Source: an optimization exercise on an open RTL-to-GDS flow (aim: small area and few clock cycles per item). Production flows keep margins and buffers that such runs may drop. The RTL was checked by simulation tests, not by an equivalence proof against the original design. Power figures rest on the tool's default switching activity, not on a simulated workload.

Setup of xenon:
// instr_mem_pipe
module instr_mem_pipe (
    input  logic          clk,
    input  logic          rst_n,
    input  logic          req_valid,
    output logic          req_ready,
    input  logic [31:0]   req_pc,
    output logic          rsp_valid,
    input  logic          rsp_ready,
    output logic [31:0]   rsp_instr,
    output logic [31:0]   rsp_pc,
    output logic [1:0]    rsp_fault,
    input  logic          flush,
    input  logic          prog_we,
    input  logic [5:0]    prog_addr,
    input  logic [31:0]   prog_wdata
);
Size: roughly 5900 cells after synthesis, about 140 I/O pins.
==> flow/config.mk <==
export PLATFORM = sky130hd
export DESIGN_NAME = instr_mem_pipe
export DESIGN_NICKNAME = instr_mem_pipe
export VERILOG_FILES = /design/flow/design.v
export SDC_FILE = /design/flow/constraint.sdc
export NUM_CORES = 4
export LEC_CHECK = 0
export CAP_MARGIN = 20
export CORE_MARGIN = 2
export CORE_UTILIZATION = 68
export PLACE_DENSITY = 0.82
export SETUP_SLACK_MARGIN = 0.2
export SLEW_MARGIN = 20
export SYNTH_HIERARCHICAL = 1
==> flow/constraint.sdc <==
create_clock -name core_clock -period 3.0 [get_ports {clk}]
set_input_delay 0.6000 -clock core_clock [delete_from_list [all_inputs] [get_ports {clk}]]
set_output_delay 0.6000 -clock core_clock [all_outputs]
set_load 0.01 [all_outputs]
standard.sh (not shown) runs the stock make flow with config.mk's settings and CLKGATE_MAP_FILE= SYNTH_SCRIPT=/design/flow/synth_recipe.tcl, a recipe that flattens the netlist after the stock synthesis.
==> flow/flow/run.sh <==
#!/bin/bash
# Standard ORFS flow (the standard.sh, unchanged synthesis), with:
# - clock tree synthesis from clkbuf_16 only, with sink clusters of up to 30
#   registers per buffer and no dummy loads;
# - a plain buffer (buf_2) on every input and output port.
set -euo pipefail
CTS="-sink_clustering_enable -repair_clock_nets"
CTS="$CTS -buf_list sky130_fd_sc_hd__clkbuf_16"
CTS="$CTS -sink_clustering_size 30 -sink_clustering_max_diameter 65"
CTS="$CTS -sink_buffer_max_cap_derate 0.06 -dont_use_dummy_load"
bash standard.sh "CTS_ARGS=$CTS" \
    "BUFFER_PORTS_ARGS=-buffer_cell sky130_fd_sc_hd__buf_2" finish > make.log 2>&1
xenon: complete, dirty (negative setup slack)
Testbench counts of xenon, summed over its fixed seeds: cycles 17,876, items 16,000.
For ember, these inputs were changed with respect to xenon:
Settings: changing SETUP_SLACK_MARGIN from 0.2 to 0.3.
==> run notes <==
The flow did not stop early for ember: all stages ran, and the layout cleared the timing, DRC and antenna checks. Post-layout utilization of the core: ember vs xenon down 0.57 points. The higher total length of routed met3 wires came out of xenon. Synthesis-to-finish area growth was lower in the run labelled ember.


## run A
Another version of the RTL of instr_mem_pipe (not shown whole).
Size in the first run: about 2100 flip-flops, ~140 I/O pins, roughly 71000 sq um of cells after synthesis.
// instr_mem_pipe
module instr_mem_pipe (
    input  logic          clk,
    input  logic          rst_n,
    input  logic          req_valid,
    output logic          req_ready,
    input  logic [31:0]   req_pc,
    output logic          rsp_valid,
    input  logic          rsp_ready,
    output logic [31:0]   rsp_instr,
    output logic [31:0]   rsp_pc,
    output logic [1:0]    rsp_fault,
    input  logic          flush,
    input  logic          prog_we,
    input  logic [5:0]    prog_addr,
    input  logic [31:0]   prog_wdata
);
    localparam logic [31:0] NOP = 32'h00000013;
    logic [63:0][31:0] mem;
    logic [63:0][31:0] mem_d;
    logic [63:0]       wr, wr_n;
    always_comb begin
        for (int i = 0; i < 64; i++) begin
            wr[i]   = prog_we & (prog_addr == 6'(i));
            wr_n[i] = ~wr[i];
        end
    end
    for (genvar i = 0; i < 64; i++) begin : g_row
        for (genvar b = 0; b < 32; b++) begin : g_bit
            imp_wcell u_w (
                .q(mem[i][b]), .ld(wr[i]), .ld_n(wr_n[i]), .c(prog_wdata[b]),
                .d(mem_d[i][b])
            );
        end
    end
    always_ff @(posedge clk) begin
        mem <= mem_d;
    end
    logic        mis, oor, ok;
    logic [7:0]  lo_n, hi_n;
    logic [31:0][31:0] ry;       
    logic [31:0][7:0]  gz;       
    logic [31:0][3:0]  hy;       
    logic [31:0] rd_word;
    assign mis = |req_pc[1:0];
    assign oor = |req_pc[31:8];
    assign ok  = ~(mis | oor);
    always_comb begin
        for (int k = 0; k < 8; k++) begin
            lo_n[k] = ~(req_pc[4:2] == 3'(k));
            hi_n[k] = ~(req_pc[7:5] == 3'(k));
        end
    end
    for (genvar b = 0; b < 32; b++) begin : g_col
        for (genvar g = 0; g < 8; g++) begin : g_grp
            for (genvar j = 0; j < 4; j++) begin : g_pair
                imp_rcell u_r (
  ...
Settings: LEC_CHECK=0, CAP_MARGIN=20, CORE_MARGIN=2, CORE_UTILIZATION=55, PLACE_DENSITY=0.72, SETUP_SLACK_MARGIN=0.3, SLEW_MARGIN=20, SYNTH_HIERARCHICAL=1; clock period 3.0 ns.
Scripts as last shown in full above: flow/flow/run.sh
Run A: full flow OK, the timing, DRC and antenna checks passed
Testbench counts of run A, summed over its fixed seeds: cycles 17,876, items 16,000.
Modified inputs, run B compared to run A
Settings: PLACE_DENSITY no longer set, was 0.72.
==> flow/flow/run.sh <==
#!/bin/bash
# Standard ORFS flow (the standard.sh, unchanged synthesis), with:
# - clock tree synthesis from clkbuf_16 only, with sink clusters of up to 25
#   registers per buffer and no dummy loads;
# - a plain buffer (buf_2) on every input and output port.
set -euo pipefail
CTS="-sink_clustering_enable -repair_clock_nets"
CTS="$CTS -buf_list sky130_fd_sc_hd__clkbuf_16"
CTS="$CTS -sink_clustering_size 25 -sink_clustering_max_diameter 60"
CTS="$CTS -sink_buffer_max_cap_derate 0.05 -dont_use_dummy_load"
bash standard.sh "CTS_ARGS=$CTS" \
    "BUFFER_PORTS_ARGS=-buffer_cell sky130_fd_sc_hd__buf_2" finish > make.log 2>&1
- Looking at the reports, run B completed the entire flow and the layout it produced met the timing, DRC and antenna checks.
- Run B vs run A: vias after detailed routing down
- Of run A and run B, the run reporting the lower overall routed net length was run A.
- Design area, run B vs run A: up slightly
- Run A -> run B: upper clock frequency limit increased slightly
- Number of sequential cells: run A vs run B identical
- Lower proportion of power drawn by combinational gates goes to run B over run A.
- For final standard cell count with taps included and fillers excluded, run B and run A come out practically identical.
- Run B ends up with a setup slack that is 38 ps higher than in run A.
- Between run B and run A, the number of input and output port buffers inserted figures differ only marginally.
## Diff of input files: run C against run B
Settings: CORE_UTILIZATION changed from 55 to 68; PLACE_DENSITY newly set to 0.82.
==> flow/flow/run.sh <==
#!/bin/bash
# Standard ORFS flow (the standard.sh, unchanged synthesis), with:
# - clock tree synthesis from clkbuf_16 only, with sink clusters of up to 30
#   registers per buffer and no dummy loads;
# - a plain buffer (buf_2) on every input and output port.
set -euo pipefail
CTS="-sink_clustering_enable -repair_clock_nets"
CTS="$CTS -buf_list sky130_fd_sc_hd__clkbuf_16"
CTS="$CTS -sink_clustering_size 30 -sink_clustering_max_diameter 65"
CTS="$CTS -sink_buffer_max_cap_derate 0.06 -dont_use_dummy_load"
bash standard.sh "CTS_ARGS=$CTS" \
    "BUFFER_PORTS_ARGS=-buffer_cell sky130_fd_sc_hd__buf_2" finish > make.log 2>&1
==> run notes <==
Run C was carried through to the last stage, and its layout satisfied the timing, DRC and antenna checks.
Run B did not stop at any stage, and its layout met the timing, DRC and antenna checks.
Row global-route usage: run C higher / run B lower
Compared with run B, run C shows a share of the clock period used by the worst path after layout that is 2.1 points higher.
Going from run B to run C, net load switching power fell about 3%, proportion of layout cells with a drive suffix above 1 fell 0.68 points.


Setup of beta:
instr_mem_pipe, a different RTL version from the one above (not shown whole).
Size: roughly 5900 cells after synthesis, roughly 2100 flip-flops, roughly 140 I/O pins.
Settings: LEC_CHECK=0, CAP_MARGIN=20, CORE_MARGIN=2, CORE_UTILIZATION=55, CTS_BUF_LIST=sky130_fd_sc_hd__clkbuf_8, CTS_CLUSTER_SIZE=30, SLEW_MARGIN=20, SYNTH_HIERARCHICAL=1; clock period 3.0 ns.
run.sh (not shown) runs the stock make flow with config.mk's settings and CLKGATE_MAP_FILE= SYNTH_SCRIPT=/design/flow/synth_recipe.tcl, a recipe that flattens the netlist after the stock synthesis.
Stock flow here: none of the scripts above is used.
In beta the implementation ran to completion but is not tape-out ready, as the final checks report negative setup slack.
Testbench counts of beta, summed over its fixed seeds: cycles 17,876, items 16,000.
[inputs] gamma vs beta
# beta
export LEC_CHECK = 0
export CAP_MARGIN = 20
export CORE_MARGIN = 2
export CORE_UTILIZATION = 55
export CTS_BUF_LIST = sky130_fd_sc_hd__clkbuf_8
export CTS_CLUSTER_SIZE = 30
export SLEW_MARGIN = 20
export SYNTH_HIERARCHICAL = 1
create_clock -name core_clock -period 3.0 [get_ports {clk}]
# gamma
export LEC_CHECK = 0
export CAP_MARGIN = 20
export CORE_MARGIN = 2
export CORE_UTILIZATION = 55
export SETUP_SLACK_MARGIN = 0.3
export SLEW_MARGIN = 20
export SYNTH_HIERARCHICAL = 1
create_clock -name core_clock -period 3.0 [get_ports {clk}]
==> flow/flow/run.sh (new file) <==
#!/bin/bash
# Standard ORFS flow (the standard.sh, unchanged synthesis), with:
# - clock tree synthesis from clkbuf_16 only, with sink clusters of up to 25
#   registers per buffer and no dummy loads;
# - a plain buffer (buf_2) on every input and output port.
set -euo pipefail
CTS="-sink_clustering_enable -repair_clock_nets"
CTS="$CTS -buf_list sky130_fd_sc_hd__clkbuf_16"
CTS="$CTS -sink_clustering_size 25 -sink_clustering_max_diameter 60"
CTS="$CTS -sink_buffer_max_cap_derate 0.05 -dont_use_dummy_load"
bash standard.sh "CTS_ARGS=$CTS" \
    "BUFFER_PORTS_ARGS=-buffer_cell sky130_fd_sc_hd__buf_2" finish > make.log 2>&1
==> flow/standard.sh (new file) <==
#!/bin/bash
# synth_recipe.tcl (not shown) runs the flow's synth.tcl, then flattens the netlist and writes it again
# the make line also repeats each setting of config.mk as NAME=value (left out here)
make -C /OpenROAD-flow-scripts/flow DESIGN_CONFIG=/design/flow/config.mk WORK_HOME=/design/flow/orfs CLKGATE_MAP_FILE= SYNTH_SCRIPT=/design/flow/synth_recipe.tcl "${@:-finish}"
removed: flow/run.sh
--- outcome ---
gamma | status: complete | timing, DRC, antenna: pass
Compared to beta, gamma has area added between synthesis and finish 5.7 points lower.
The total non-filler cell area in the finished layout in gamma sits 4100 um^2 below the value recorded for beta.
Delta (gamma minus beta): detailed placement HPWL shrank by 2000 um, final antenna diode count shrank by 1, final setup slack of the worst path grew by 290 ps, met1 global-route usage grew by 2.0 points.
Higher met2 track utilization from global routing was reported by beta, not gamma.
Sort beta and gamma by routed metal-1 wirelength, descending, and gamma comes first.
From beta to gamma the numbers moved as follows: total length of routed wires went down by 3700 um; required time of the critical path went down by 250 ps; via count normalized by instance count went up by about 2.5%.

-- afterwards: timing with drivers on the ports --
How much do the figures lean on ideal ports? The routed layouts below were timed once more, with nothing changed but the port constraints. Step 1 assumes that a clkbuf_16 drives the clock port and a buf_2 every other input. Step 2 times the ports against the registers' clock, not the clock port: input delays grow and output delays shrink by t, the midpoint of the rising clock arrivals with the driver on. Slacks: no drivers / after step 1 / after step 2; pairs: no drivers / after step 1.
run	t (ns)	setup WS [ns]	worst hold slack (ns)	worst register clock-pin slew, ns	worst slew at a driven data input, ns	cell pins on the clock port's net
xenon	0.809	-0.005 / 0.064 / -0.745	0.044 / -0.022 / 0.486	0.12 / 0.12	0.19	1
ember	0.810	0.193 / 0.260 / -0.551	0.042 / -0.017 / 0.484	0.11 / 0.11	0.20	1
run A	0.843	0.221 / 0.276 / -0.566	0.058 / -0.004 / 0.478	0.11 / 0.11	0.21	1
run B	0.849	0.259 / 0.309 / -0.540	0.043 / -0.011 / 0.481	0.09 / 0.09	0.22	1
run C	0.818	0.197 / 0.248 / -0.570	0.044 / -0.015 / 0.487	0.12 / 0.12	0.19	1
beta	1.083	-0.135 / -0.083 / -1.166	0.104 / 0.040 / 0.482	0.07 / 0.07	0.05	1
gamma	0.857	0.157 / 0.169 / -0.688	0.040 / -0.022 / 0.478	0.10 / 0.10	0.19	1
With both steps, setup timing fails in 5 of these runs, where it was met with ideal ports. The setup slack of beta, which loses most, moves by +0.052 ns with the drivers and by -1.031 ns with both steps.
